Context: an optimization exercise on an open-source flow, tuned for small area, a short achievable clock period and few clock cycles per item. The choices shown serve that exercise and are no tape-out recipe.
At most, simulation tests tie the RTL to the original design; equivalence was not proved.
For runs 1 and 2, only the layout was checked, not whether the RTL still works.
Power figures rest on the tool's default switching activity, not on a simulated workload.

File: design/flow/design.v
`timescale 1ns / 1ps
package ist_pkg;
  typedef enum logic [1:0] {
    CMD_ADD    = 2'd0,
    CMD_REMOVE = 2'd1,
    CMD_QUERY  = 2'd2,
    CMD_FILL   = 2'd3
  } ist_cmd_t;
  typedef enum logic [2:0] {
    ST_IDLE,
    ST_SCAN,
    ST_DRAIN,
    ST_APPLY,
    ST_WRITE2,
    ST_RESP
  } ist_state_t;
  typedef struct packed {
    logic holder;   
    logic left;     
    logic right;    
    logic free;     
  } ist_hits_t;
endpackage
`timescale 1ns / 1ps
module ist_mem #(
  parameter int DEPTH = 4,
  parameter int WIDTH = 7,
  parameter int CW    = 3
) (
  input  logic             clk,
  input  logic             rst,
  input  logic             push,
  input  logic [WIDTH-1:0] push_data,
  input  logic             pop,
  output logic             head_valid,
  output logic [WIDTH-1:0] head_data,
  output logic [CW-1:0]    count
);
  logic [WIDTH-1:0] q [DEPTH];
  logic [CW-1:0]    cnt, cnt_pop;
  assign count      = cnt;
  assign head_data  = q[0];
  assign cnt_pop    = cnt - CW'(pop);
  always_ff @(posedge clk) begin
    if (rst) begin
      cnt        <= '0;
      head_valid <= 1'b0;
    end else begin
      cnt        <= cnt_pop + CW'(push);
      head_valid <= (cnt_pop + CW'(push)) != '0;
    end
  end
  always_ff @(posedge clk) begin
    for (int k = 0; k < DEPTH; k++) begin
      if (push && cnt_pop == CW'(k)) begin
        q[k] <= push_data;
      end else if (pop && k < DEPTH - 1) begin
        q[k] <= q[k+1];
      end
    end
  end
endmodule
`timescale 1ns / 1ps
module ist_scan (
  input  logic [15:0] first,    
  input  logic [16:0] fin,      
  input  logic [16:0] x,        
  input  logic [16:0] y,        
  output logic        le1,      
  output logic        eq1,      
  output logic        ge2,      
  output logic        eq2       
);
  always_comb begin
    le1 = {1'b0, first} <= x;
    eq1 = {1'b0, first} == x;
    ge2 = fin >= y;
    eq2 = fin == y;
  end
endmodule
`timescale 1ns / 1ps
module interval_set_table_top (
  input  logic        clk,
  input  logic        rst,
  input  logic        in_valid,
  output logic        in_stall,
  input  logic [1:0]  cmd,
  input  logic [15:0] position,
  input  logic [16:0] fill_length,
  output logic        out_valid,
  input  logic        out_stall,
  output logic        is_member,
  output logic        table_full_error,
  output logic [4:0]  range_total
);
  localparam int N = 16;
  logic        accept;
  logic [16:0] p_ext, p_inc, fill_sum;
  logic        a_v;
  logic [1:0]  a_cmd;
  logic [16:0] a_x;      
  logic [16:0] a_y;      
  logic        a_fnz;    
  logic        a_fhi;    
  logic [16:0] a_xw;     
  always_comb begin
    p_ext    = {1'b0, position};
    p_inc    = p_ext + 17'd1;
    fill_sum = p_ext + {1'b0, fill_length[15:0]};
  end
  always_ff @(posedge clk) begin
    if (rst) begin
      a_v <= 1'b0;
    end else begin
      a_v <= accept;
    end
    a_cmd <= cmd;
    unique case (cmd)
      2'd1:    a_x <= p_ext;
      2'd3:    a_x <= fill_sum;
      default: a_x <= p_inc;
    endcase
    a_y   <= (cmd == 2'd1) ? p_inc : p_ext;
    a_fnz <= fill_length != 17'd0;
    a_fhi <= fill_length[16];
  end
  always_comb begin
    a_xw = ((a_cmd == 2'd3) && (a_fhi || a_x[16])) ? 17'd65536 : a_x;
  end
  logic [N-1:0] vs, ve;           
  logic [15:0]  st  [N];          
  logic [16:0]  en  [N];          
  logic [4:0]   cnt;              
  logic [N-1:0] c_le1, c_eq1, c_ge2, c_eq2;
  logic         f_le1, f_eq1, f_ge2, f_eq2;
  logic [N-1:0] c_s1, c_e1;
  logic         f_s1, f_e1, a_rm;
  logic        d_v;
  logic [1:0]  d_cmd;
  logic [16:0] d_x;      
  logic [16:0] d_y;      
  logic        d_fnz;
  logic [N-1:0] r_sle, r_seq, r_ele, r_eeq;
  for (genvar i = 0; i < N; i++) begin : g_ent
    ist_scan u_cmp (
      .first (st[i]),
      .fin   (en[i]),
      .x     (a_x),
      .y     (a_y),
      .le1   (c_le1[i]),
      .eq1   (c_eq1[i]),
      .ge2   (c_ge2[i]),
      .eq2   (c_eq2[i])
    );
  end
  ist_scan u_fix (
    .first (d_y[15:0]),
    .fin   (d_x),
    .x     (a_x),
    .y     (a_y),
    .le1   (f_le1),
    .eq1   (f_eq1),
    .ge2   (f_ge2),
    .eq2   (f_eq2)
  );
  always_comb begin
    a_rm = a_cmd == 2'd1;
    c_s1 = a_rm ? c_le1 : (c_le1 & ~c_eq1);
    c_e1 = a_rm ? ~c_ge2 : (~c_ge2 | c_eq2);
    f_s1 = a_rm ? f_le1 : (f_le1 & ~f_eq1);
    f_e1 = a_rm ? ~f_ge2 : (~f_ge2 | f_eq2);
  end
  logic [N-1:0] hs, he, free_s, free_e;
  logic         lows, lowe, member, any_s, any_e, grow, full;
  logic         is_add, is_rm;
  logic [N-1:0] vs_nx, ve_nx, we_s, we_e;
  logic [4:0]   cnt_nx;
  logic         r_mem, r_err;
  always_comb begin
    is_add = d_cmd == 2'd0;
    is_rm  = d_cmd == 2'd1;
    full   = cnt[4];
    lows   = 1'b1;
    lowe   = 1'b1;
    for (int i = 0; i < N; i++) begin
      free_s[i] = ~vs[i] & lows;
      lows      = lows & vs[i];
      free_e[i] = ~ve[i] & lowe;
      lowe      = lowe & ve[i];
    end
    member = (^(vs & r_sle)) ^ (^(ve & r_ele));
    hs     = vs & r_seq;
    he     = ve & r_eeq;
    any_s  = |hs;
    any_e  = |he;
    grow   = ((is_add & ~member) | (is_rm & member)) & ~any_s & ~any_e;
    vs_nx  = vs;
    ve_nx  = ve;
    we_s   = '0;
    we_e   = '0;
    cnt_nx = cnt;
    r_mem  = 1'b0;
    r_err  = 1'b0;
    unique case (d_cmd)
      2'd0, 2'd1: begin
        we_s   = (hs & {N{~any_e}}) | (free_s & {N{grow & ~full}});
        we_e   = (he & {N{~any_s}}) | (free_e & {N{grow & ~full}});
        vs_nx  = (vs & ~(hs & {N{any_e}})) | (free_s & {N{grow & ~full}});
        ve_nx  = (ve & ~(he & {N{any_s}})) | (free_e & {N{grow & ~full}});
        cnt_nx = (any_s & any_e) ? cnt - 5'd1 : ((grow & ~full) ? cnt + 5'd1 : cnt);
        r_err  = grow & full;
      end
      2'd2: begin
        r_mem = member;
      end
      default: begin
        we_s   = N'(1);
        we_e   = N'(1);
        vs_nx  = N'(d_fnz);
        ve_nx  = N'(d_fnz);
        cnt_nx = 5'(d_fnz);
      end
    endcase
    if (!d_v) begin
      we_s = '0;
      we_e = '0;
    end
  end
  always_ff @(posedge clk) begin
    if (rst) begin
      vs  <= '0;
      ve  <= '0;
      cnt <= '0;
      d_v <= 1'b0;
    end else begin
      d_v <= a_v;
      if (d_v) begin
        vs  <= vs_nx;
        ve  <= ve_nx;
        cnt <= cnt_nx;
      end
    end
  end
  always_ff @(posedge clk) begin
    d_cmd <= a_cmd;
    d_x   <= a_xw;
    d_y   <= a_y;
    d_fnz <= a_fnz;
    for (int i = 0; i < N; i++) begin
      if (we_s[i]) begin
        st[i] <= d_y[15:0];
      end
      if (we_e[i]) begin
        en[i] <= d_x;
      end
      r_sle[i] <= we_s[i] ? f_s1 : c_s1[i];
      r_seq[i] <= we_s[i] ? f_eq1 : c_eq1[i];
      r_ele[i] <= we_e[i] ? f_e1 : c_e1[i];
      r_eeq[i] <= we_e[i] ? f_eq2 : c_eq2[i];
    end
  end
  logic [2:0] q_cnt;
  logic [6:0] head;
  logic       pop;
  logic [2:0] owed;       
  assign pop      = out_valid && !out_stall;
  assign accept   = in_valid && !in_stall;
  always_ff @(posedge clk) begin
    if (rst) begin
      owed     <= '0;
      in_stall <= 1'b0;
    end else begin
      owed     <= owed + 3'(accept) - 3'(pop);
      in_stall <= (owed + 3'(accept) - 3'(pop)) >= 3'd4;
    end
  end
  ist_mem #(
    .DEPTH (4),
    .WIDTH (7),
    .CW    (3)
  ) u_res (
    .clk        (clk),
    .rst        (rst),
    .push       (d_v),
    .push_data  ({r_mem, r_err, cnt_nx}),
    .pop        (pop),
    .head_valid (out_valid),
    .head_data  (head),
    .count      (q_cnt)
  );
  assign is_member        = head[6];
  assign table_full_error = head[5];
  assign range_total      = head[4:0];
endmodule
File: design/flow/run.sh
#!/bin/bash
# synth_recipe.tcl (not shown) runs the flow's synth.tcl, then flattens the netlist and writes it again
# the make line also repeats each setting of config.mk as NAME=value (left out here)
make -C /OpenROAD-flow-scripts/flow DESIGN_CONFIG=/design/flow/config.mk WORK_HOME=/design/flow/orfs CLKGATE_MAP_FILE= SYNTH_SCRIPT=/design/flow/synth_recipe.tcl finish
File: design/flow/config.mk
export PLATFORM = sky130hd
export DESIGN_NAME = interval_set_table_top
export DESIGN_NICKNAME = interval_set_table_top
export VERILOG_FILES = /design/flow/design.v
export SDC_FILE = /design/flow/constraint.sdc
export NUM_CORES = 4
export LEC_CHECK = 0
export CAP_MARGIN = 20
export CORE_MARGIN = 2
export CORE_UTILIZATION = 50
export SETUP_SLACK_MARGIN = 4.0
export SLEW_MARGIN = 20
export TNS_END_PERCENT = 5
File: design/flow/constraint.sdc
create_clock -name core_clock -period 6.5 [get_ports {clk}]
set_input_delay 1.3000 -clock core_clock [delete_from_list [all_inputs] [get_ports {clk}]]
set_output_delay 1.3000 -clock core_clock [all_outputs]
set_load 0.01 [all_outputs]
==> flow_metrics.tcl, run 1 <==
set metrics [dict create \
    critPathBufInv 1 \
    clkSinkCount 740 \
    max_clock_freq_mhz 301 \
    cp_max_fo 2 \
    p_clk_share_pct 39.7 \
    synth_top_family_by_area "adder cells" \
    avgSynthCellArea_um2 12.4 \
    critPathSlowestCell "sky130_fd_sc_hd__a2111oi_2" \
    postSynthRegisterBits 740 \
    top_level_ports 48 \
    grtUsageTotal_pct 28.4 \
    clock_insertion_delay_worst_skew_ns 0.64 \
    netlist_instances 3113 \
    syn2layout_area_growth_pct 18.5 \
    tritoncts.num_buffers 81 \
    antenna_found_initial 6 \
    detail_route.first_pass.iterations 5 \
    die_height_um 281 \
    cts_hold_buffers 0 \
    layout_worst_path_cycle_share_pct 51.1 \
    cts_root_buf "sky130_fd_sc_hd__clkbuf_16" \
    maximum_cell_stage_delay_along_the_critical_path_ns 0.36 \
    num-fill-cells 6038 \
    mappedNetlistArea_um2 38500 \
    timing.reg2reg.setup_slack_ns 3.23 \
    viasPerCell 6.13 \
    outcome "complete, no violations" \
    setup_viol_count_final 0 \
    initial_utilization_pct 50.6 \
    timing.hold.worst.class "reg2reg" \
    critical_path.endpoint_type "register" \
    placed_cells 4221 \
    num-nets-final 4007 \
    rows 101 \
    place_congestion 0.918 \
    critical_path_arrival_ns 3.82 \
    synthesis.yosys.warnings 8 \
    report.final.hold_viol_count 0 \
    p_per_area_nw_per_um2 257 \
    antenna_violating_nets_post_route 0 \
    netlist-cell-type-count 80 \
    worst_ep_required_time_ns 7.00 \
    floorplan.die_area_um2 79200 \
    fraction_of_the_mapped_netlist_area_in_simple_logic_gates_pct 9.93 \
    p_leak_nw 18.5 \
    critPathLaunch "fill_length[0]" \
    peakVddDrop_mv 0.219 \
    placement.io_buffers 47 \
    synthesis.nets 3741 \
    cts-root-to-sink-buffers 3 \
    critPathKind "in2reg" \
    grt_first_pass_wirelength_mm 167 \
    final.setup.tns_ns 0 \
    synth-seq-area-share_pct 53.0 \
    path_delay_family "compound AO/OA/AOI/OAI gates" \
    gr-total-overflow 0 \
    finalMaxSlewViolations 0 \
    drcViolationCount 0 \
    fin_worst_skew_ns 0.0315 \
    clk_pin_slew_ns 0.06 \
    worst-slew-pin-transition_ns 1.07 \
    routed-via-count 27400 \
    grt_pass1_vias 27400 \
    period_minus_slack_ns 3.32 \
    crit_chain "buf_8 > ha_4 > fa_2 > a21o_1 > a21oi_2 > nor2b_1 > o21a_1 > nor4_4 > o41ai_4 > a2111oi_2 > nor2_2 > a2111oi_4 > o22ai_1" \
    postSynth.asyncResetShare_pct 0 \
    synth.area.mux_share_pct 2.52 \
    final_layout_size_suffix_gt1_share_pct 15.8 \
    cts_tree "built" \
    detail_route.wl_per_cell_um 25.3 \
    worstSetupStartpointType "primary input" \
    core_box_area_um2 76100 \
    r2r-end "en[4][13]$_DFFE_PP_" \
    dp_hpwl_mm 71.3 \
    pwr-share-seq_pct 45.3 \
    synth-edff-count 556 \
    synth_xor_area_share_pct 1.68 \
    worst_slew_margin_rel_pct 28.8 \
    detail_route.wirelength_mm 113 \
    cp_num_cells 13 \
    power_switching_share_pct 26.0 \
    ff2ff_path_depth 11 \
    combPwrFrac_pct 15.0 \
    post_synth_fa_ha_maj_area_fraction_pct 19.2 \
    cp-endpoint "a_x[16]$_DFF_P_" \
    cap_violations 0 \
    grt_setup_unrepaired "yes" \
    layout.cells.non_filler 4473 \
    die-width_um 281 \
    grt_start_max_net_pins 42 \
    drt-initial-drc-count 2620 \
    synth-main-ff-cell "sky130_fd_sc_hd__edfxtp_1" \
    cts.htree.levels 3 \
    r2r_start "r_seq[7]$_DFF_P_" \
    p_int_mw 8.65 \
    synth_compound_gate_area_share_pct 12.0 \
    switching_power_mw 3.04 \
]
layout make-up:
cell class	instances	area [um2]	share of cell area, %
Sequential cell	740	20500	45.0
Clock buffer	121	2420	5.32
Timing Repair Buffer	236	2210	4.85
Multi-Input combinational cell	2215	18500	40.5
Clock inverter	24	238	0.522
Tap cell	1030	1290	2.83
Inverter	105	423	0.928
Antenna cell	2	5.00	0.0110
synth_stat cells, types with 23 or more instances:
| cell type | n | area share (%) |
|---|---|---|
| sky130_fd_sc_hd__nand4_1 | 116 | 1.9 |
| sky130_fd_sc_hd__o21ai_0 | 132 | 1.7 |
| sky130_fd_sc_hd__nand3_1 | 86 | 1.1 |
| sky130_fd_sc_hd__xor2_1 | 27 | 0.61 |
| sky130_fd_sc_hd__a21o_1 | 140 | 2.7 |
| sky130_fd_sc_hd__ha_1 | 587 | 19 |
| sky130_fd_sc_hd__mux2_2 | 23 | 0.67 |
| sky130_fd_sc_hd__nand2_1 | 156 | 1.5 |
| sky130_fd_sc_hd__inv_1 | 103 | 1.0 |
| sky130_fd_sc_hd__edfxtp_1 | 556 | 43 |
| sky130_fd_sc_hd__o21a_1 | 71 | 1.4 |
| sky130_fd_sc_hd__nand2b_1 | 36 | 0.59 |
| sky130_fd_sc_hd__nor2b_1 | 66 | 1.1 |
| sky130_fd_sc_hd__a21oi_1 | 228 | 3.0 |
| sky130_fd_sc_hd__dfxtp_1 | 184 | 9.6 |
| sky130_fd_sc_hd__clkbuf_1 | 41 | 0.40 |
| sky130_fd_sc_hd__xnor2_1 | 44 | 1.0 |
| sky130_fd_sc_hd__nor2_1 | 128 | 1.2 |
| sky130_fd_sc_hd__mux2i_1 | 71 | 1.8 |
cells in the final DEF (no fill, tap or decap), types with 88 or more instances in the layout:
| master | count |
|---|---|
| sky130_fd_sc_hd__buf_4 | 155 |
| sky130_fd_sc_hd__clkbuf_16 | 88 |
| sky130_fd_sc_hd__o21ai_0 | 119 |
| sky130_fd_sc_hd__dfxtp_1 | 144 |
| sky130_fd_sc_hd__ha_1 | 575 |
| sky130_fd_sc_hd__edfxtp_1 | 556 |
| sky130_fd_sc_hd__nand2_1 | 125 |
| sky130_fd_sc_hd__a21o_1 | 140 |
| sky130_fd_sc_hd__a21oi_1 | 217 |
| sky130_fd_sc_hd__nand4_1 | 116 |
| sky130_fd_sc_hd__nor2_1 | 124 |
| sky130_fd_sc_hd__inv_1 | 93 |
routing by layer:
metal  global-route usage [%]  up-vias  wire length (um)
met3                     4.37      235              8980
met4                     8.37        0              3320
met1                     39.3    13600             48300
met2                     46.3     1069             52700
met5                        0        -                 0
li1                         -    12500                 -
what timing repair did:
action | CTS | global route
pin swaps | 30 | 62
cloned | 5 | 6
resized for setup | 162 | 155
setup buffers | 44 | 49
hold endpoints to repair | 0 | 0
setup endpoints to repair | 726 | 726
worst reg2reg max path, cell delays in order (launching register included):
cell,delay [ns]
sky130_fd_sc_hd__dfxtp_2,0.34
sky130_fd_sc_hd__a22oi_2,0.21
sky130_fd_sc_hd__nand3_1,0.09
sky130_fd_sc_hd__or4_4,0.56
sky130_fd_sc_hd__buf_12,0.15
sky130_fd_sc_hd__nor3_4,0.19
sky130_fd_sc_hd__buf_12,0.15
sky130_fd_sc_hd__nand3_4,0.19
sky130_fd_sc_hd__or4_4,0.58
sky130_fd_sc_hd__a21oi_4,0.24
sky130_fd_sc_hd__buf_6,0.18
sky130_fd_sc_hd__buf_12,0.12
worst min path at each step:
stage	endpoint	from	slack (ns)	depth (start not counted)
floorplan	d_fnz$_DFF_P_	a_fnz$_DFF_P_	0.31	0
global placement	d_y[3]$_DFF_P_	a_y[3]$_DFF_P_	0.33	0
detailed placement	d_y[5]$_DFF_P_	a_y[5]$_DFF_P_	0.34	0
CTS	d_y[5]$_DFF_P_	a_y[5]$_DFF_P_	0.35	0
global route	d_y[5]$_DFF_P_	a_y[5]$_DFF_P_	0.35	0
finish	d_y[15]$_DFF_P_	a_y[15]$_DFF_P_	0.35	0
through the flow:
step                      power [mW]  util [%]  worst slack [ns]  hold slack [ns]  cell area (um2)
after floorplan                 6.31         -              2.70            0.310            38600
after CTS                       11.6      58.4              3.13            0.347            44500
after global routing            12.1      59.9              3.08            0.347            45600
after detailed placement        6.99      53.6              1.82            0.338            40800
final                           11.7      59.9              3.18            0.345            45600
after global placement          6.92      53.6              1.80            0.333            40800
sequential cells by signal, indices dropped and copies added (netlist names), 3 cells and up:
signal     count
en           272
st           256
u_res.q       28
a_x           17
a_y           17
d_x           17
d_y           16
r_eeq         16
r_ele         16
r_seq         16
r_sle         16
ve            16
vs            16
cnt            5
u_res.cnt      3
kinds of logic (layout without fill, tap and decap cells):
kind of cell | after synthesis | count (layout)
compound gates | 724 | 724
xor+xnor | 72 | 72
fa+ha+maj | 589 | 589
buf+inv | 164 | 486
flops | 740 | 740
mux | 94 | 94
other cells | 0 | 2
simple gates | 730 | 736
power by group through the flow:
| stage | Clock [mW] | Sequential (mW) | Combinational (mW) |
|---|---|---|---|
| 2_1_floorplan | 0 | 5.43 | 0.874 |
| 6_report | 4.64 | 5.30 | 1.75 |
| 4_1_cts | 4.71 | 5.30 | 1.62 |
| 3_5_place_dp | 0 | 5.41 | 1.57 |
| 5_1_grt | 4.91 | 5.31 | 1.92 |
| 3_3_place_gp | 0 | 5.41 | 1.51 |
==> inputs of run 2 (changes only) <==
--- a/design/flow/design.v
+++ b/design/flow/design.v
@@ -98,2 +98,3 @@
   logic [16:0] p_ext, p_inc, fill_sum;
+  logic [15:0] a_fl;     
   logic        a_v;
@@ -108,3 +109,2 @@
     p_inc    = p_ext + 17'd1;
-    fill_sum = p_ext + {1'b0, fill_length[15:0]};
   end
@@ -117,7 +117,4 @@
     a_cmd <= cmd;
-    unique case (cmd)
-      2'd1:    a_x <= p_ext;
-      2'd3:    a_x <= fill_sum;
-      default: a_x <= p_inc;
-    endcase
+    a_x   <= (cmd == 2'd1 || cmd == 2'd3) ? p_ext : p_inc;
+    a_fl  <= fill_length[15:0];
     a_y   <= (cmd == 2'd1) ? p_inc : p_ext;
@@ -127,3 +124,10 @@
   always_comb begin
-    a_xw = ((a_cmd == 2'd3) && (a_fhi || a_x[16])) ? 17'd65536 : a_x;
+    fill_sum = a_y + {1'b0, a_fl};
+    if (a_cmd != 2'd3) begin
+      a_xw = a_x;
+    end else if (a_fhi || fill_sum[16]) begin
+      a_xw = 17'd65536;
+    end else begin
+      a_xw = fill_sum;
+    end
   end
==> run 2 against run 1 <==
  * Still clean
  * Clock power increased by 4.5%
  * First-iteration DRC count grew 9.7%
  * Via count down 0.20%
==> flow_metrics.tcl, run 2 <==
set metrics [dict create \
    cts_root_buf "sky130_fd_sc_hd__clkbuf_16" \
    layout.cells.non_filler 4471 \
    clkSinkCount 756 \
    post_synth_fa_ha_maj_area_fraction_pct 19.1 \
    report.final.hold_viol_count 0 \
    switching_power_mw 2.78 \
    synth-main-ff-cell "sky130_fd_sc_hd__edfxtp_1" \
    drcViolationCount 0 \
    antenna_found_initial 10 \
    worst_ep_required_time_ns 6.82 \
    layout_worst_path_cycle_share_pct 52.5 \
    post_synth_main_area_contributors "sky130_fd_sc_hd__edfxtp_1 43%, sky130_fd_sc_hd__ha_1 19%, sky130_fd_sc_hd__dfxtp_1 10%" \
    maximum_cell_stage_delay_along_the_critical_path_ns 0.42 \
    largest_reg_flops 272 \
    antenna_violating_nets_post_route 0 \
    p_per_area_nw_per_um2 250 \
    routed-via-count 27400 \
    synth-edff-count 556 \
    syn2layout_area_growth_pct 18.9 \
    pwr-share-seq_pct 46.6 \
    p_leak_nw 18.6 \
    power_switching_share_pct 24.2 \
    p_int_mw 8.73 \
    synth_top_cell_by_area "sky130_fd_sc_hd__edfxtp_1" \
    dp_hpwl_mm 71.6 \
    drt-initial-drc-count 2875 \
    fin_worst_skew_ns 0.0236 \
    clock_insertion_delay_worst_skew_ns 0.63 \
    combPwrFrac_pct 11.3 \
    fraction_of_the_mapped_netlist_area_in_simple_logic_gates_pct 9.58 \
    avgSynthCellArea_um2 12.5 \
    critPathMostFrequentCell "sky130_fd_sc_hd__or3_4" \
    top_level_ports 48 \
    postSynth.asyncResetShare_pct 0 \
    grt_pass1_vias 27300 \
    detail_route.wirelength_mm 115 \
    synth_compound_gate_area_share_pct 12.0 \
    placement.io_buffers 47 \
    cts.htree.levels 3 \
    cts_tree "built" \
    synthesis.yosys.warnings 8 \
    floorplan.die_area_um2 79600 \
    critical_path_arrival_ns 3.74 \
    final_common_cell "sky130_fd_sc_hd__ha_1" \
    critical_path.endpoint_type "register" \
    cap_violations 0 \
    placed_cells 4199 \
    grt_first_pass_wirelength_mm 170 \
    core_box_area_um2 76300 \
    synthesis.nets 3723 \
    synth.area.mux_share_pct 2.02 \
    netlist-cell-type-count 85 \
    grtUsageTotal_pct 29.1 \
    num-nets-final 3998 \
    detail_route.wl_per_cell_um 25.8 \
    final_layout_size_suffix_gt1_share_pct 15.1 \
    die_height_um 282 \
    max_clock_freq_mhz 293 \
    critPathKind "reg2reg" \
    gr-total-overflow 0 \
    grt_setup_unrepaired "yes" \
    worst-slew-pin-transition_ns 1.12 \
    synth-seq-area-share_pct 53.5 \
    netlist_instances 3096 \
    detail_route.first_pass.iterations 6 \
    netlist_top_cells_count "586 x sky130_fd_sc_hd__ha_1, 556 x sky130_fd_sc_hd__edfxtp_1, 205 x sky130_fd_sc_hd__a21oi_1, 200 x sky130_fd_sc_hd__dfxtp_1, 147 x sky130_fd_sc_hd__a21o_1" \
    synth_xor_area_share_pct 2.01 \
    peakVddDrop_mv 0.183 \
    tritoncts.num_buffers 83 \
    crit_chain "a22o_1 > a221oi_2 > nand4_1 > or3_4 > or2_4 > nor3_4 > buf_4 > buf_6 > nand2_8 > or3_4 > a21o_1 > clkinvlp_4 > buf_12" \
    top_register_by_number_of_flip_flops "en" \
    initial_utilization_pct 50.7 \
    cts_hold_buffers 0 \
    postSynthRegisterBits 756 \
    layout.cells.most_common_list "584 x sky130_fd_sc_hd__ha_1, 556 x sky130_fd_sc_hd__edfxtp_1, 192 x sky130_fd_sc_hd__a21oi_1" \
    synth_most_common_cell "sky130_fd_sc_hd__ha_1" \
    grt_start_max_net_pins 43 \
    die-width_um 282 \
    share_of_yosys_cell_area_claimed_by_the_top_area_cell_type_pct 43.2 \
    p_clk_share_pct 42.1 \
    worst_slew_margin_rel_pct 25.3 \
    hold-worst-slack_ns 0.338 \
    rows 101 \
    final_core_util_pct 60.2 \
    timing.hold.worst.class "reg2reg" \
    cp_max_fo 12 \
    setup_viol_count_final 0 \
    critPathSlowestCell "sky130_fd_sc_hd__or3_4" \
    regs_by_ff_count "en x272, st x256, u_res.q x28" \
    synth_top_family_by_area "adder cells" \
    worstSetupStartpointType "register" \
    period_minus_slack_ns 3.41 \
    cts-root-to-sink-buffers 3 \
    place_congestion 0.922 \
    mappedNetlistArea_um2 38700 \
    finalMaxSlewViolations 0 \
    clk_pin_slew_ns 0.06 \
    viasPerCell 6.12 \
    outcome "complete, no violations" \
    final.setup.tns_ns 0 \
]
==> run 2: changes by cell type after synthesis, moves of 13 or more <==
| cell | change |
|---|---|
| sky130_fd_sc_hd__a211oi_1 | +13 |
| sky130_fd_sc_hd__a21oi_1 | -23 |
| sky130_fd_sc_hd__a22o_1 | +18 |
| sky130_fd_sc_hd__and2_1 | -14 |
| sky130_fd_sc_hd__dfxtp_1 | +16 |
| sky130_fd_sc_hd__inv_1 | +22 |
| sky130_fd_sc_hd__mux2i_1 | -26 |
| sky130_fd_sc_hd__nand4_1 | -13 |
| sky130_fd_sc_hd__nand4b_1 | +16 |
| sky130_fd_sc_hd__nor2_1 | +16 |
==> run 2: logic make-up after synthesis <==
family / after synthesis
AOI/OAI and AO/OA: 710
xor gates and xnor gates: 82
adders and majority gates: 588
buffers and inverters: 181
DFF: 756
muxes: 74
and+or+nand+nor: 705
==> run 2: critical path, delay by kind of cell (launching register included) <==
family | cells | cell delay, ns
flops | 1 | 0.34
buf+inv | 4 | 0.54
compound gates | 3 | 0.70
simple gates | 6 | 1.52
==> run 2: power by group through the flow <==
stage / combinational, mW / clock [mW] / sequential (mW)
final: 1.30 / 4.85 / 5.37
after global routing: 1.43 / 5.11 / 5.37
after CTS: 1.27 / 4.92 / 5.37
after detailed placement: 1.22 / 0 / 5.47
after global placement: 1.18 / 0 / 5.47
after floorplan: 0.667 / 0 / 5.49
==> run 2: layer usage <==
layer	vias to the layer above	GRT usage [%]	share of wire, %
met5	-	0	0
met4	0	8.75	2.8
met3	218	4.99	8.5
met2	1145	47.4	46
met1	13600	40.0	42
li1	12400	-	-
==> run 2: timing repair <==
item,4_1_cts,5_1_grt
endpoints found under the setup margin,731,742
buffers inserted,88,15
gates resized for setup,155,87
pin swaps,39,36
cloned,9,5
==> run 2: path summary, 6_finish.rpt <==
path                                       start            endpoint  slack (ns)  cells past startpoint
worst min register to register     a_fnz$_DFF_P_       d_fnz$_DFF_P_        0.34                      0
worst max-delay path            r_eeq[0]$_DFF_P_  st[4][6]$_DFFE_PP_        3.09                     13
worst min-delay path               a_fnz$_DFF_P_       d_fnz$_DFF_P_        0.34                      0
worst max register to register  r_eeq[0]$_DFF_P_  st[4][6]$_DFFE_PP_        3.09                     13
==> run 2: stage by stage <==
stage / worst slack, ns / total power, mW / area, um2
after detailed placement: 2.22 / 6.70 / 41000
after global placement: 2.30 / 6.65 / 41000
after CTS: 3.17 / 11.6 / 45500
after floorplan: 3.29 / 6.15 / 38900
after global routing: 3.01 / 11.9 / 46000
final: 3.09 / 11.5 / 46000
==> run 2: layout make-up <==
class,count,area [um2]
multi-input cells,2163,18100
clock buffers,122,2390
diodes,1,2.50
fillers,6051,30300
well taps,1030,1290
inverters,125,522
repair buffers,242,2510
flip-flops and latches,756,20800
clock inverters,32,400
==> inputs of run 3 (changes only) <==
--- a/design/flow/design.v
+++ b/design/flow/design.v
@@ -209,4 +209,4 @@
       2'd0, 2'd1: begin
-        we_s   = (hs & {N{~any_e}}) | (free_s & {N{grow & ~full}});
-        we_e   = (he & {N{~any_s}}) | (free_e & {N{grow & ~full}});
+        we_s   = hs | free_s;
+        we_e   = he | free_e;
         vs_nx  = (vs & ~(hs & {N{any_e}})) | (free_s & {N{grow & ~full}});
--- a/design/flow/config.mk
+++ b/design/flow/config.mk
@@ -9,3 +9,3 @@
 export CORE_MARGIN = 2
-export CORE_UTILIZATION = 50
+export CORE_UTILIZATION = 65
 export SETUP_SLACK_MARGIN = 4.0
==> run 3 against run 2 <==
  * Still clean on timing, DRC and antenna
  * Via count down 1.3%
  * Largest cell class unchanged
  * Cell count decreased by 7.6%
  * Largest power group unchanged
  * Setup slack improved by 0.47 ns
  * Core utilization increased by 17 points
==> flow_metrics.tcl, run 3 <==
set metrics [dict create \
    detail_route.wirelength_mm 107 \
    floorplan.die_area_um2 60900 \
    p_int_mw 8.46 \
    core_box_area_um2 58700 \
    critical_path_arrival_ns 3.32 \
    max_clock_freq_mhz 340 \
    power_switching_share_pct 24.6 \
    pwr-share-seq_pct 48.4 \
    place_congestion 0.942 \
    critPathKind "reg2reg" \
    worst_slew_margin_rel_pct 32.4 \
    top_level_ports 48 \
    layout.cells.most_common_list "568 x sky130_fd_sc_hd__ha_1, 556 x sky130_fd_sc_hd__edfxtp_1, 169 x sky130_fd_sc_hd__a21oi_1" \
    clk_pin_slew_ns 0.06 \
    setup_viol_count_final 0 \
    synth_most_common_cell "sky130_fd_sc_hd__ha_1" \
    netlist_top_cells_count "586 x sky130_fd_sc_hd__ha_1, 556 x sky130_fd_sc_hd__edfxtp_1, 200 x sky130_fd_sc_hd__dfxtp_1, 196 x sky130_fd_sc_hd__a21oi_1, 169 x sky130_fd_sc_hd__nand2_1" \
    finalMaxSlewViolations 0 \
    final_common_cell "sky130_fd_sc_hd__ha_1" \
    worst_ep_required_time_ns 6.88 \
    p_leak_nw 18.4 \
    final_core_util_pct 76.8 \
    peakVddDrop_mv 0.350 \
    largest_reg_flops 272 \
    antenna_violating_nets_post_route 0 \
    clkSinkCount 756 \
    cap_violations 0 \
    cts.htree.levels 3 \
    p_per_area_nw_per_um2 249 \
    critical_path.endpoint_type "register" \
    mappedNetlistArea_um2 38300 \
    routed-via-count 27000 \
    dp_hpwl_mm 69.9 \
    combPwrFrac_pct 11.5 \
    viasPerCell 6.54 \
    synth-seq-area-share_pct 54.0 \
    worstSetupStartpointType "register" \
    rows 89 \
    synth_top_cell_by_area "sky130_fd_sc_hd__edfxtp_1" \
    grt_pass1_vias 27900 \
    placement.io_buffers 47 \
    worst-slew-pin-transition_ns 1.01 \
    syn2layout_area_growth_pct 17.5 \
    netlist_instances 3040 \
    grt_setup_unrepaired "yes" \
    p_clk_share_pct 40.1 \
    fin_worst_skew_ns 0.0305 \
    synthesis.yosys.warnings 8 \
    grt_start_max_net_pins 48 \
    postSynthRegisterBits 756 \
    drcViolationCount 0 \
    detail_route.first_pass.iterations 7 \
    timing.hold.worst.class "reg2reg" \
    netlist-cell-type-count 69 \
    final_layout_size_suffix_gt1_share_pct 16.5 \
    detail_route.wl_per_cell_um 25.8 \
    share_of_yosys_cell_area_claimed_by_the_top_area_cell_type_pct 43.6 \
    die-width_um 247 \
    gr-total-overflow 0 \
    outcome "complete, no violations" \
    post_synth_main_area_contributors "sky130_fd_sc_hd__edfxtp_1 44%, sky130_fd_sc_hd__ha_1 19%, sky130_fd_sc_hd__dfxtp_1 10%" \
    synthesis.nets 3667 \
    avgSynthCellArea_um2 12.6 \
    cts-root-to-sink-buffers 3 \
    postSynth.asyncResetShare_pct 0 \
    antenna_found_initial 0 \
    synth-edff-count 556 \
    initial_utilization_pct 65.3 \
    final.setup.tns_ns 0 \
    regs_by_ff_count "en x272, st x256, u_res.q x28" \
    cts_tree "built" \
    synth-main-ff-cell "sky130_fd_sc_hd__edfxtp_1" \
    switching_power_mw 2.76 \
    post-layout-total-power_mw 11.2 \
    report.final.hold_viol_count 0 \
    grt_first_pass_wirelength_mm 161 \
    grtUsageTotal_pct 35.3 \
    top_register_by_number_of_flip_flops "en" \
    num-nets-final 3922 \
    die_height_um 247 \
    antennaDiodeCount 0 \
    period_minus_slack_ns 2.94 \
    tritoncts.num_buffers 79 \
    drt-initial-drc-count 2247 \
    clock_insertion_delay_worst_skew_ns 0.65 \
    cp_max_fo 6 \
    cts_root_buf "sky130_fd_sc_hd__clkbuf_16" \
    layout_worst_path_cycle_share_pct 45.3 \
]
## run 3: cell count changes after synthesis, sizes merged, moves of 11 or more
| cell | previous run | this run |
|---|---|---|
| o21ai | 129 | 140 |
| nand2 | 146 | 169 |
| a21o | 147 | 166 |
| o21a | 62 | 95 |
| or3 | 18 | 4 |
| mux2 | 29 | 16 |
| nor2 | 145 | 86 |
| nand3 | 78 | 53 |
## run 3: worst paths after layout
check	from	endpoint	slack, ns	cells after the start
worst min-delay path	a_fnz$_DFF_P_	d_fnz$_DFF_P_	0.37	0
worst min register to register	a_fnz$_DFF_P_	d_fnz$_DFF_P_	0.37	0
worst max-delay path	ve[10]$_SDFFE_PP0P_	u_res.q[0][2]$_DFFE_PP_	3.56	11
worst max register to register	ve[10]$_SDFFE_PP0P_	u_res.q[0][2]$_DFFE_PP_	3.56	11
## run 3: timing repair
item,4_1_cts,5_1_grt
gates cloned,4,1
setup buffers,95,19
setup endpoints to repair,443,476
hold buffers,0,0
pin swaps,65,42
gates resized for setup,215,86
## run 3: logic make-up (layout without fill, tap and decap cells)
| group | after synthesis | count (layout) | share of synthesized area, % |
|---|---|---|---|
| XOR/XNOR | 81 | 81 | 1.91 |
| flip-flops | 756 | 756 | 54.0 |
| multiplexers | 67 | 67 | 1.80 |
| AND/OR/NAND/NOR | 649 | 651 | 9.03 |
| buffers and inverters | 166 | 481 | 1.64 |
| adder cells (fa/ha/maj) | 588 | 588 | 19.2 |
| AO/OA/AOI/OAI | 733 | 733 | 12.4 |
## run 3: power by group through the flow
stage                     clock, mW  combinational [mW]  sequential, mW
after floorplan                   0               0.699            5.50
after global placement            0                1.04            5.54
after CTS                      4.53                1.23            5.43
after detailed placement          0                1.11            5.54
final                          4.50                1.28            5.43
after global routing           4.72                1.40            5.44
## run 3: per-layer routing
layer,track usage [%],wire (um)
met2,58.7,51200
met1,45.9,42800
met5,0,0
met4,16.6,5450
met3,4.92,7240
## run 3: area by class of cell
cell class	instances	area, um2
clock inverters	35	330
flip-flops and latches	756	20800
well taps	773	967
fillers	3629	13600
inverters	115	503
clock buffers	108	2250
repair buffers	223	2100
multi-input cells	2120	18100
## run 3: critical path: stages (launching register included)
cell                       delay, ns
sky130_fd_sc_hd__dfxtp_4        0.35
sky130_fd_sc_hd__buf_4          0.13
sky130_fd_sc_hd__nand2_1        0.10
sky130_fd_sc_hd__nand4_1        0.19
sky130_fd_sc_hd__nor4_2         0.31
sky130_fd_sc_hd__buf_4          0.18
sky130_fd_sc_hd__nand2_2        0.07
sky130_fd_sc_hd__or3_4          0.48
sky130_fd_sc_hd__o31a_1         0.31
sky130_fd_sc_hd__a21boi_2       0.19
sky130_fd_sc_hd__o21ai_4        0.10
sky130_fd_sc_hd__mux2_4         0.28
## run 3: through the flow
step	hold slack [ns]	cell area, um2	instances	worst slack, ns
6_report	0.368	45100	4130	3.56
3_5_place_dp	0.345	40200	3868	2.83
5_1_grt	0.359	45100	4130	3.48
4_1_cts	0.359	44500	4110	3.61
3_3_place_gp	0.353	40200	3868	2.91
2_1_floorplan	0.310	38500	3040	3.69
Testbench counts of run 3, summed over its fixed seeds: cycles 16,024, items 16,000.
==> inputs of run 4 (changes only) <==
--- a/design/flow/config.mk
+++ b/design/flow/config.mk
@@ -9,3 +9,3 @@
 export CORE_MARGIN = 2
-export CORE_UTILIZATION = 65
+export CORE_UTILIZATION = 50
 export SETUP_SLACK_MARGIN = 4.0
==> run 4 against run 3 <==
  * Still clean
  * Via count fell by 1.5%
  * Maximum frequency is 3.5% higher
  * Worst hold slack gained 0.014 ns
  * Sequential cell count did not move
  * Critical path type unchanged
  * Critical endpoint unchanged
==> flow_metrics.tcl, run 4 <==
set metrics [dict create \
    ff2ff_path_depth 11 \
    critical_path_arrival_ns 3.25 \
    share_of_yosys_cell_area_claimed_by_the_top_area_cell_type_pct 43.6 \
    drt-initial-drc-count 2227 \
    timing.hold.worst.class "reg2reg" \
    routed_wire_length_on_met2_mm 51.6 \
    outcome "complete, no violations" \
    dp_hpwl_mm 72.9 \
    worst_slew_margin_rel_pct 20.8 \
    final_layout_size_suffix_gt1_share_pct 16.9 \
    cts_hold_buffers 0 \
    cts_tree "built" \
    die-width_um 281 \
    largest_reg_flops 272 \
    met3RoutedLength_mm 7.44 \
    final_common_cell "sky130_fd_sc_hd__ha_1" \
    tritoncts.num_buffers 86 \
    antenna_violating_nets_post_route 0 \
    p_leak_nw 18.8 \
    initial_utilization_pct 50.5 \
    core_box_area_um2 75900 \
    hp-start "a_y[10]$_DFF_P_" \
    critical_path.endpoint_type "register" \
    critPathMostFrequentCell "sky130_fd_sc_hd__xnor2_2" \
    detail_route.first_pass.iterations 6 \
    setup_viol_count_final 0 \
    cap_violations 0 \
    critPathSlowestCell "sky130_fd_sc_hd__dfxtp_4" \
    grtUsageTotal_pct 28.3 \
    layout.cells.non_filler 4418 \
    timing.reg2reg.setup_slack_ns 3.66 \
    grt_first_pass_wirelength_mm 166 \
    synth-edff-count 556 \
    cts-root-to-sink-buffers 3 \
    netlist_instances 3040 \
    top_register_by_number_of_flip_flops "en" \
    syn2layout_area_growth_pct 19.7 \
    routed-via-count 26600 \
    postSynth.asyncResetShare_pct 0 \
    path_delay_family "XOR/XNOR gates" \
    detail_route.wl_per_cell_um 25.2 \
    post_synth_main_area_contributors "sky130_fd_sc_hd__edfxtp_1 44%, sky130_fd_sc_hd__ha_1 19%, sky130_fd_sc_hd__dfxtp_1 10%" \
    netlist_top_cells_count "586 x sky130_fd_sc_hd__ha_1, 556 x sky130_fd_sc_hd__edfxtp_1, 200 x sky130_fd_sc_hd__dfxtp_1, 196 x sky130_fd_sc_hd__a21oi_1, 169 x sky130_fd_sc_hd__nand2_1" \
    placed_cells 4147 \
    critPathBufInv 1 \
    report.final.hold_viol_count 0 \
    crit_chain "nand2_4 > xor2_2 > xnor2_2 > xnor2_2 > xnor2_2 > buf_4 > xnor3_2 > o31a_1 > a21boi_2 > o21ai_4 > mux2_4" \
    place_congestion 0.861 \
    top_level_ports 48 \
    final_cell_area_um2 45900 \
    floorplan.die_area_um2 78900 \
    dpl-instance-area_um2 40700 \
    finalMaxSlewViolations 0 \
    critPathKind "reg2reg" \
    postSynthRegisterBits 756 \
    highest-signal-layer "met4" \
    period_minus_slack_ns 2.84 \
    avgSynthCellArea_um2 12.6 \
    netlist-cell-type-count 69 \
    num-fill-cells 6004 \
    fin_worst_skew_ns 0.0252 \
    max_clock_freq_mhz 352 \
    r2r-end "u_res.q[0][2]$_DFFE_PP_" \
    grt_start_max_net_pins 48 \
    synth_top_cell_by_area "sky130_fd_sc_hd__edfxtp_1" \
    drcViolationCount 0 \
    placement.io_buffers 47 \
    synthesis.yosys.warnings 8 \
    p_per_area_nw_per_um2 259 \
    r2r_start "ve[11]$_SDFFE_PP0P_" \
    detail_route.wirelength_mm 111 \
    synth_most_common_cell "sky130_fd_sc_hd__ha_1" \
    synth-seq-area-share_pct 54.0 \
    antenna_found_initial 4 \
    layout.cells.most_common_list "577 x sky130_fd_sc_hd__ha_1, 556 x sky130_fd_sc_hd__edfxtp_1, 169 x sky130_fd_sc_hd__a21oi_1" \
    synthesis.nets 3667 \
    synth-main-ff-cell "sky130_fd_sc_hd__edfxtp_1" \
    timing.hold.worst_path_depth 0 \
    cp_max_fo 5 \
    cts_root_buf "sky130_fd_sc_hd__clkbuf_16" \
    grt_setup_unrepaired "yes" \
    die_height_um 281 \
    cts.htree.levels 3 \
    gr-total-overflow 0 \
    m1WireLength_mm 49.5 \
    viasPerCell 6.02 \
    clock_insertion_delay_worst_skew_ns 0.66 \
    peakVddDrop_mv 0.209 \
    mappedNetlistArea_um2 38300 \
    num-nets-final 3940 \
    worstSetupStartpointType "register" \
    min_to "d_y[10]$_DFF_P_" \
    grt_pass1_vias 27100 \
    rows 101 \
    clkSinkCount 756 \
    worst-slew-pin-transition_ns 1.18 \
    final.setup.tns_ns 0 \
    layout_worst_path_cycle_share_pct 43.8 \
    maximum_cell_stage_delay_along_the_critical_path_ns 0.37 \
    regs_by_ff_count "en x272, st x256, u_res.q x28" \
    clk_pin_slew_ns 0.06 \
    worst_ep_required_time_ns 6.90 \
]
-- run 4: worst max path at each step --
| stage | startpoint | endpoint | slack (ns) | cells past startpoint |
|---|---|---|---|---|
| final | ve[11]$_SDFFE_PP0P_ | u_res.q[0][2]$_DFFE_PP_ | 3.66 | 11 |
| after global routing | ve[4]$_SDFFE_PP0P_ | u_res.q[0][0]$_DFFE_PP_ | 3.46 | 11 |
| after CTS | a_y[0]$_DFF_P_ | d_x[11]$_DFF_P_ | 3.72 | 13 |
| after detailed placement | out_stall | u_res.q[2][0]$_DFFE_PP_ | 2.77 | 8 |
| after global placement | vs[2]$_SDFFE_PP0P_ | u_res.q[0][1]$_DFFE_PP_ | 2.68 | 9 |
| after floorplan | out_stall | u_res.q[0][2]$_DFFE_PP_ | 3.69 | 8 |
-- run 4: metrics by stage --
step           hold slack [ns]  util (%)  total power [mW]  setup WS [ns]
2_1_floorplan            0.310         -              6.20           3.69
3_3_place_gp             0.381      53.6              6.64           2.68
3_5_place_dp             0.380      53.6              6.68           2.77
4_1_cts                  0.389      60.0              11.9           3.72
5_1_grt                  0.399      60.4              12.3           3.46
6_report                 0.382      60.4              11.9           3.66
-- run 4: power by group --
part	internal (mW)	total, mW	switching, mW	leakage [nW]
combinational	0.547	1.34	0.795	10.6
sequential	5.31	5.37	0.0643	6.73
clock	3.12	5.18	2.06	1.48
-- run 4: timing repair --
item,CTS,global route
cloned,6,1
pin swaps,73,27
buffers inserted,89,12
gates resized for setup,250,59
endpoints found under the setup margin,606,610
-- run 4: kinds of logic (layout without fill, tap and decap cells) --
kind of cell / count (synthesis) / after routing / share of synthesized area (%)
xor+xnor: 81 / 82 / 1.91
flops: 756 / 756 / 54.0
fa+ha+maj: 588 / 588 / 19.2
simple gates: 649 / 650 / 9.03
buf+inv: 166 / 510 / 1.64
other cells: 0 / 1 / 0
compound gates: 733 / 734 / 12.4
mux: 67 / 67 / 1.80
-- run 4: per-layer routing --
| metal | vias up | track usage [%] |
|---|---|---|
| li1 | 12300 | - |
| met1 | 13200 | 39.9 |
| met2 | 936 | 45.8 |
| met3 | 193 | 4.34 |
| met4 | 0 | 7.38 |
| met5 | - | 0 |
-- run 4: cell type report --
class	count	area, um2	share of cell area, %
diodes	1	2.50	0.00546
clock buffers	125	2510	5.46
clock inverters	37	556	1.21
multi-input cells	2121	18100	39.4
flip-flops and latches	756	20800	45.4
inverters	115	470	1.03
well taps	1030	1290	2.81
repair buffers	233	2150	4.68
==> inputs of run 5 (changes only) <==
==> design/flow/flow/run.sh (new file) <==
#!/bin/bash
# Standard layout, with the resizer free to change a cell's footprint.
set -o pipefail
bash standard.sh MATCH_CELL_FOOTPRINT=0 finish > standard_flow.log 2>&1
==> design/flow/standard.sh (new file) <==
#!/bin/bash
# synth_recipe.tcl (not shown) runs the flow's synth.tcl, then flattens the netlist and writes it again
# the make line also repeats each setting of config.mk as NAME=value (left out here)
make -C /OpenROAD-flow-scripts/flow DESIGN_CONFIG=/design/flow/config.mk WORK_HOME=/design/flow/orfs CLKGATE_MAP_FILE= SYNTH_SCRIPT=/design/flow/synth_recipe.tcl "${@:-finish}"
removed: design/flow/run.sh
==> run 5 against run 4 <==
  * Still clean
  * Non-clock buffer count is 23 lower
  * Clock skew up 0.0032 ns
  * Clock power decreased by 8.7%
  * Sequential share of layout area up 0.39 points
  * Total power down 3.7%
  * Die area stayed put
  * Maximum frequency grew 0.41%
  * Register-to-register slack barely moved
  * Cell count fell by 0.77%
  * Worst hold slack improved by 0.015 ns
  * First-iteration DRC count is 9.0% higher
  * Largest cell class unchanged
==> flow_metrics.tcl, run 5 <==
set metrics [dict create \
    p_per_area_nw_per_um2 252 \
    final.setup.tns_ns 0 \
    synth-edff-count 556 \
    avgSynthCellArea_um2 12.6 \
    report.final.hold_viol_count 0 \
    critical_path_arrival_ns 3.35 \
    critPathKind "reg2reg" \
    dp_hpwl_mm 73.4 \
    r2r-end "ve[10]$_SDFFE_PP0P_" \
    antenna_found_initial 1 \
    clk_pin_slew_ns 0.06 \
    cts_tree "built" \
    switching_power_mw 2.83 \
    core_box_area_um2 75900 \
    synth-seq-area-share_pct 54.0 \
    ff2ff_path_depth 12 \
    num-fill-cells 5976 \
    routed-via-count 26600 \
    layout_worst_path_cycle_share_pct 43.6 \
    worst-slew-pin-transition_ns 1.13 \
    grtUsageTotal_pct 28.3 \
    cap_violations 0 \
    top_level_ports 48 \
    synth_top_cell_by_area "sky130_fd_sc_hd__edfxtp_1" \
    drt-initial-drc-count 2428 \
    postSynth.asyncResetShare_pct 0 \
    final_cell_area_um2 45500 \
    maximum_cell_stage_delay_along_the_critical_path_ns 0.47 \
    critPathMostFrequentCell "sky130_fd_sc_hd__xnor2_2" \
    crit_chain "nand2_1 > xnor2_2 > xnor2_2 > xnor2_2 > xnor2_2 > xnor3_2 > buf_6 > buf_6 > nor3_4 > buf_4 > nand2_1 > a221oi_1" \
    drcViolationCount 0 \
    timing.hold.worst.class "reg2reg" \
    die_height_um 281 \
    combPwrFrac_pct 11.5 \
    timing.reg2reg.setup_slack_ns 3.67 \
    grt_start_max_net_pins 48 \
    grt_first_pass_wirelength_mm 166 \
    critPathBufInv 3 \
    outcome "complete, no violations" \
    min_to "d_y[1]$_DFF_P_" \
    timing.hold.worst_path_depth 0 \
    period_minus_slack_ns 2.83 \
    antenna_violating_nets_post_route 0 \
    cp_num_cells 12 \
    die-width_um 281 \
    finalMaxSlewViolations 0 \
    initial_utilization_pct 50.5 \
    hp-start "a_y[1]$_DFF_P_" \
    num-nets-final 3913 \
    regs_by_ff_count "en x272, st x256, u_res.q x28" \
    fin_worst_skew_ns 0.0284 \
    critPathSlowestCell "sky130_fd_sc_hd__xnor3_2" \
    gr-total-overflow 0 \
    grt_setup_unrepaired "yes" \
    pwr-share-seq_pct 47.1 \
    floorplan.die_area_um2 78900 \
    p_clk_share_pct 41.3 \
    placement.io_buffers 47 \
    synthesis.nets 3667 \
    layout.cells.most_common_list "571 x sky130_fd_sc_hd__ha_1, 556 x sky130_fd_sc_hd__edfxtp_1, 166 x sky130_fd_sc_hd__a21o_1" \
    grt_pass1_vias 27000 \
    worstSetupStartpointType "register" \
    worst_slew_margin_rel_pct 25.0 \
    worst_ep_required_time_ns 7.01 \
    p_leak_nw 18.6 \
    cp_max_fo 6 \
    final_layout_size_suffix_gt1_share_pct 16.8 \
    synthesis.yosys.warnings 8 \
    post_synth_main_area_contributors "sky130_fd_sc_hd__edfxtp_1 44%, sky130_fd_sc_hd__ha_1 19%, sky130_fd_sc_hd__dfxtp_1 10%" \
    setup_viol_count_final 0 \
    dpl-instance-area_um2 40600 \
    largest_reg_flops 272 \
    top_register_by_number_of_flip_flops "en" \
    place_congestion 0.886 \
    critical_path.endpoint_type "register" \
    synth-main-ff-cell "sky130_fd_sc_hd__edfxtp_1" \
    netlist-cell-type-count 69 \
    viasPerCell 6.08 \
    tritoncts.num_buffers 82 \
    clock_insertion_delay_worst_skew_ns 0.65 \
    rows 101 \
    share_of_yosys_cell_area_claimed_by_the_top_area_cell_type_pct 43.6 \
    syn2layout_area_growth_pct 18.7 \
    max_clock_freq_mhz 353 \
    synth_most_common_cell "sky130_fd_sc_hd__ha_1" \
    path_delay_family "XOR/XNOR gates" \
    clkSinkCount 756 \
    placed_cells 4137 \
    antennaDiodeCount 0 \
    final_common_cell "sky130_fd_sc_hd__ha_1" \
    cts.htree.levels 3 \
    detail_route.wirelength_mm 111 \
    netlist_top_cells_count "586 x sky130_fd_sc_hd__ha_1, 556 x sky130_fd_sc_hd__edfxtp_1, 200 x sky130_fd_sc_hd__dfxtp_1, 196 x sky130_fd_sc_hd__a21oi_1, 169 x sky130_fd_sc_hd__nand2_1" \
    netlist_instances 3040 \
    detail_route.first_pass.iterations 5 \
    power_switching_share_pct 24.7 \
    layout.cells.non_filler 4384 \
    r2r_start "ve[12]$_SDFFE_PP0P_" \
    p_int_mw 8.62 \
    cts-root-to-sink-buffers 3 \
    mappedNetlistArea_um2 38300 \
    postSynthRegisterBits 756 \
    detail_route.wl_per_cell_um 25.4 \
    cts_root_buf "sky130_fd_sc_hd__clkbuf_16" \
    peakVddDrop_mv 0.223 \
]
==> run 5: changes by cell type in the layout (fill, tap and decap cells not counted), moves of 6 or more <==
cell,change
sky130_fd_sc_hd__buf_4,-31
sky130_fd_sc_hd__dfxtp_1,-10
sky130_fd_sc_hd__dlygate4sd2_1,-10
sky130_fd_sc_hd__a21oi_1,-8
sky130_fd_sc_hd__buf_6,+8
sky130_fd_sc_hd__dfxtp_2,+8
sky130_fd_sc_hd__clkbuf_16,-7
sky130_fd_sc_hd__clkdlybuf4s50_1,+7
sky130_fd_sc_hd__ha_1,-6
sky130_fd_sc_hd__ha_4,+6
sky130_fd_sc_hd__nand2_1,+6
==> run 5: worst max-delay path by stage <==
stage                            start                 endpoint  slack, ns
5_1_grt            ve[14]$_SDFFE_PP0P_       vs[2]$_SDFFE_PP0P_       3.57
4_1_cts        u_res.q[0][3]$_DFFE_PP_           range_total[3]       3.64
6_report           ve[12]$_SDFFE_PP0P_      ve[10]$_SDFFE_PP0P_       3.67
3_5_place_dp            d_y[0]$_DFF_P_        r_sle[12]$_DFF_P_       2.60
3_3_place_gp            d_y[0]$_DFF_P_        r_sle[12]$_DFF_P_       2.69
2_1_floorplan                out_stall  u_res.q[0][2]$_DFFE_PP_       3.71
==> run 5: metrics by stage <==
stage	hold slack [ns]	worst slack, ns	power, mW	utilization (%)
finish	0.397	3.67	11.5	59.9
global route	0.396	3.57	11.8	59.9
CTS	0.393	3.64	11.5	59.0
detailed placement	0.411	2.60	6.69	53.5
global placement	0.406	2.69	6.64	53.5
floorplan	0.310	3.71	6.19	-
==> run 5: routing by layer <==
layer	vias to the layer above	track usage (%)	wire, um
li1	12200	-	-
met1	13400	39.6	50200
met2	843	46.2	51900
met3	200	3.68	6220
met4	0	8.08	3050
met5	-	0	0
==> run 5: power by group through the flow <==
stage	Sequential, mW	Clock, mW	Combinational [mW]
global placement	5.51	0	1.13
floorplan	5.50	0	0.698
global route	5.41	4.98	1.44
CTS	5.41	4.81	1.26
detailed placement	5.51	0	1.17
finish	5.40	4.73	1.32
==> run 5: worst register-to-register path, cell delays in order, from the launching register on <==
cell	delay (ns)
sky130_fd_sc_hd__dfxtp_2	0.37
sky130_fd_sc_hd__nand2_1	0.12
sky130_fd_sc_hd__xnor2_2	0.17
sky130_fd_sc_hd__xnor2_2	0.15
sky130_fd_sc_hd__xnor2_2	0.16
sky130_fd_sc_hd__xnor2_2	0.22
sky130_fd_sc_hd__xnor3_2	0.47
sky130_fd_sc_hd__buf_6	0.16
sky130_fd_sc_hd__buf_6	0.11
sky130_fd_sc_hd__nor3_4	0.30
sky130_fd_sc_hd__buf_4	0.20
sky130_fd_sc_hd__nand2_1	0.06
sky130_fd_sc_hd__a221oi_1	0.24
==> run 5: cell families after synthesis <==
| family | after synthesis | synth area share (%) |
|---|---|---|
| buf+inv | 166 | 1.64 |
| flops | 756 | 54.0 |
| mux | 67 | 1.80 |
| xor+xnor | 81 | 1.91 |
| compound gates | 733 | 12.4 |
| simple gates | 649 | 9.03 |
| fa+ha+maj | 588 | 19.2 |
==> run 5: cell type report <==
class,count,area [um2],share of cell area [%]
inverters,115,465,1.02
clock buffers,118,2360,5.18
well taps,1030,1290,2.83
repair buffers,210,1990,4.38
clock inverters,34,360,0.792
multi-input cells,2121,18200,40.0
flip-flops and latches,756,20800,45.8
==> run 5: what timing repair did <==
| action | 4_1_cts | 5_1_grt |
|---|---|---|
| resized for setup | 229 | 116 |
| pin swaps | 83 | 41 |
| cloned | 4 | 2 |
| setup buffers | 60 | 28 |
| hold buffers | 0 | 0 |
| endpoints found under the setup margin | 417 | 543 |
==> inputs of run 6 (changes only) <==
--- a/design/flow/config.mk
+++ b/design/flow/config.mk
@@ -9,3 +9,3 @@
 export CORE_MARGIN = 2
-export CORE_UTILIZATION = 50
+export CORE_UTILIZATION = 65
 export SETUP_SLACK_MARGIN = 4.0
==> run 6 against run 5 <==
  * Still clean on timing, DRC and antenna
  * Clock power down 7.6%
  * Maximum frequency shrank 4.2%
  * Total power fell by 3.7%
  * Register-to-register slack got worse by 0.12 ns
  * Via count down 0.14%
  * Core utilization rose by 16 points
  * Critical path type unchanged
  * Critical endpoint is now u_res.q[1][2]$_DFFE_PP_
  * Largest power group unchanged
==> flow_metrics.tcl, run 6 <==
set metrics [dict create \
    post-route-worst-setup-slack_ns 3.54 \
    critical_path_arrival_ns 3.32 \
    post_synth_main_area_contributors "sky130_fd_sc_hd__edfxtp_1 44%, sky130_fd_sc_hd__ha_1 19%, sky130_fd_sc_hd__dfxtp_1 10%" \
    postSynthRegisterBits 756 \
    p_per_area_nw_per_um2 248 \
    path_delay_family "XOR/XNOR gates" \
    multi_input_area_um2 17800 \
    final_common_cell "sky130_fd_sc_hd__ha_1" \
    critPathLaunch "r_sle[8]$_DFF_P_" \
    critPathBufInv 0 \
    mappedNetlistArea_um2 38300 \
    cts_root_buf "sky130_fd_sc_hd__clkbuf_16" \
    max_clock_freq_mhz 338 \
    peakVddDrop_mv 0.274 \
    grtUsageTotal_pct 34.3 \
    cp_max_fo 8 \
    layout.area.seq_um2 20800 \
    die_height_um 247 \
    layout_worst_path_cycle_share_pct 45.5 \
    detail_route.first_pass.iterations 5 \
    crit_chain "nand2_4 > xor2_2 > xnor2_2 > xnor2_2 > xnor2_2 > xnor3_2 > o31a_1 > a21boi_2 > o21ai_4 > mux2_4" \
    tritoncts.num_buffers 79 \
    antenna_found_initial 1 \
    detail_route.wl_per_cell_um 25.2 \
    top_level_ports 48 \
    place_congestion 0.919 \
    synth-seq-area-share_pct 54.0 \
    post-layout-total-power_mw 11.0 \
    synth_most_common_cell "sky130_fd_sc_hd__ha_1" \
    num-nets-final 3893 \
    critical_path.endpoint_type "register" \
    gr-total-overflow 0 \
    finalMaxSlewViolations 0 \
    maximum_cell_stage_delay_along_the_critical_path_ns 0.52 \
    fin_worst_skew_ns 0.0131 \
    timing.hold.worst.class "reg2reg" \
    worst_slew_margin_rel_pct 26.2 \
    worst-slew-pin-transition_ns 1.10 \
    viasPerCell 6.49 \
    outcome "complete, no violations" \
    hold-worst-slack_ns 0.366 \
    syn2layout_area_growth_pct 15.8 \
    grt_start_max_net_pins 48 \
    dp_hpwl_mm 69.1 \
    synth-main-ff-cell "sky130_fd_sc_hd__edfxtp_1" \
    placed_cells 3878 \
    placement.io_buffers 47 \
    detail_route.wirelength_mm 103 \
    cap_violations 0 \
    netlist-cell-type-count 69 \
    top_register_by_number_of_flip_flops "en" \
    regs_by_ff_count "en x272, st x256, u_res.q x28" \
    antennaDiodeCount 0 \
    cts.htree.levels 3 \
    r2r_start "r_sle[8]$_DFF_P_" \
    grt_first_pass_wirelength_mm 156 \
    setup_viol_count_final 0 \
    clkSinkCount 756 \
    synthesis.yosys.warnings 8 \
    routed-via-count 26600 \
    rows 89 \
    synth-edff-count 556 \
    clk_pin_slew_ns 0.06 \
    num-fill-cells 3716 \
    hp-start "a_fnz$_DFF_P_" \
    report.final.hold_viol_count 0 \
    clock_insertion_delay_worst_skew_ns 0.62 \
    place_ws_ns 2.81 \
    synth_top_cell_by_area "sky130_fd_sc_hd__edfxtp_1" \
    netlist_instances 3040 \
    floorplan.die_area_um2 60900 \
    critPathKind "reg2reg" \
    die-width_um 247 \
    netlist_top_cells_count "586 x sky130_fd_sc_hd__ha_1, 556 x sky130_fd_sc_hd__edfxtp_1, 200 x sky130_fd_sc_hd__dfxtp_1, 196 x sky130_fd_sc_hd__a21oi_1, 169 x sky130_fd_sc_hd__nand2_1" \
    layout.cells.non_filler 4100 \
    timing.reg2reg.setup_slack_ns 3.54 \
    grt_setup_unrepaired "yes" \
    worstSetupStartpointType "register" \
    synthesis.nets 3667 \
    avgSynthCellArea_um2 12.6 \
    period_minus_slack_ns 2.96 \
    core_box_area_um2 58700 \
    cts_hold_buffers 0 \
    drcViolationCount 0 \
    critPathMostFrequentCell "sky130_fd_sc_hd__xnor2_2" \
    final_layout_size_suffix_gt1_share_pct 14.4 \
    postSynth.asyncResetShare_pct 0 \
    cts-root-to-sink-buffers 3 \
    drt-initial-drc-count 2202 \
    layout.cells.most_common_list "573 x sky130_fd_sc_hd__ha_1, 556 x sky130_fd_sc_hd__edfxtp_1, 171 x sky130_fd_sc_hd__a21oi_1" \
    initial_utilization_pct 65.3 \
    worst_ep_required_time_ns 6.87 \
    final.setup.tns_ns 0 \
    share_of_yosys_cell_area_claimed_by_the_top_area_cell_type_pct 43.6 \
    antenna_violating_nets_post_route 0 \
    largest_reg_flops 272 \
    grt_pass1_vias 27000 \
    cts_tree "built" \
    critPathSlowestCell "sky130_fd_sc_hd__xnor3_2" \
    p_leak_nw 18.1 \
]
==> run 6: report_power, final <==
group / internal, mW / switching, mW / leakage, nW
clock: 2.53 / 1.84 / 1.22
sequential: 5.30 / 0.0918 / 6.73
combinational: 0.516 / 0.742 / 10.2
==> run 6: cell type report <==
class | count | area share, %
multi-input combinational | 2119 | 40.2
sequential | 756 | 46.9
clock inverter | 30 | 0.536
clock buffer | 112 | 5.08
timing repair buffer | 195 | 3.97
inverter | 115 | 1.07
tap | 773 | 2.18
==> run 6: worst paths after layout <==
path,endpoint,depth (start not counted)
max,u_res.q[1][2]$_DFFE_PP_,10
min,d_fnz$_DFF_P_,0
max reg2reg,u_res.q[1][2]$_DFFE_PP_,10
min reg2reg,d_fnz$_DFF_P_,0
==> run 6: kinds of logic (layout without fill, tap and decap cells) <==
kind of cell    count (synthesis)  after routing  synth area share (%)
compound gates                733            734                  12.4
xor+xnor                       81             81                  1.91
fa+ha+maj                     588            588                  19.2
buf+inv                       166            452                  1.64
flops                         756            756                  54.0
mux                            67             67                  1.80
simple gates                  649            649                  9.03
==> run 6: per-stage QoR <==
step	area, um2	utilization [%]
floorplan	38500	-
CTS	43900	74.9
detailed placement	40200	68.6
global route	44400	75.6
global placement	40200	68.6
finish	44400	75.6
==> run 6: timing repair <==
| item | in CTS | in global routing |
|---|---|---|
| endpoints found under the hold margin | 0 | 0 |
| setup endpoints to repair | 442 | 642 |
| gates cloned | 1 | 0 |
| buffers inserted | 58 | 21 |
| pin swaps | 58 | 28 |
| gates resized for setup | 151 | 74 |
==> run 6: routing by layer <==
metal  wire length (um)  share of wire (%)  global-route usage [%]
met1              42200                 41                    45.5
met2              48800                 47                    56.8
met3               7670                7.4                    4.98
met4               4450                4.3                    14.0
met5                  0                  0                       0

-- re-timing with driven ports --
Ports are ideal in the flow. The routed layouts listed here were re-timed in OpenROAD. Step 1 assumes that a clkbuf_16 drives the clock port and a buf_2 every other input. Step 2, shift: input delay + t, output delay - t, t = (earliest + latest rising clock arrival at the registers) / 2. This alone moves slack from input paths to output paths. a / b / c = ideal ports / drivers / drivers and shift; a / b = the first two.
| run | shift t [ns] | setup slack, ns | latest minus earliest clock arrival (ns) |
|---|---|---|---|
| run 1 | 0.691 | 3.179 / 3.210 / 2.519 | 0.031 / 0.031 |
| run 2 | 0.686 | 3.085 / 3.085 / 2.756 | 0.027 / 0.027 |
| run 3 | 0.700 | 3.557 / 3.557 / 3.060 | 0.032 / 0.033 |
| run 4 | 0.714 | 3.655 / 3.655 / 3.083 | 0.025 / 0.025 |
| run 5 | 0.700 | 3.667 / 3.623 / 3.077 | 0.029 / 0.029 |
| run 6 | 0.681 | 3.543 / 3.543 / 3.049 | 0.014 / 0.014 |
After both steps setup and hold are still met in every run listed. The setup slack of run 1, which loses most, moves by +0.031 ns with the drivers and by -0.660 ns with both steps.
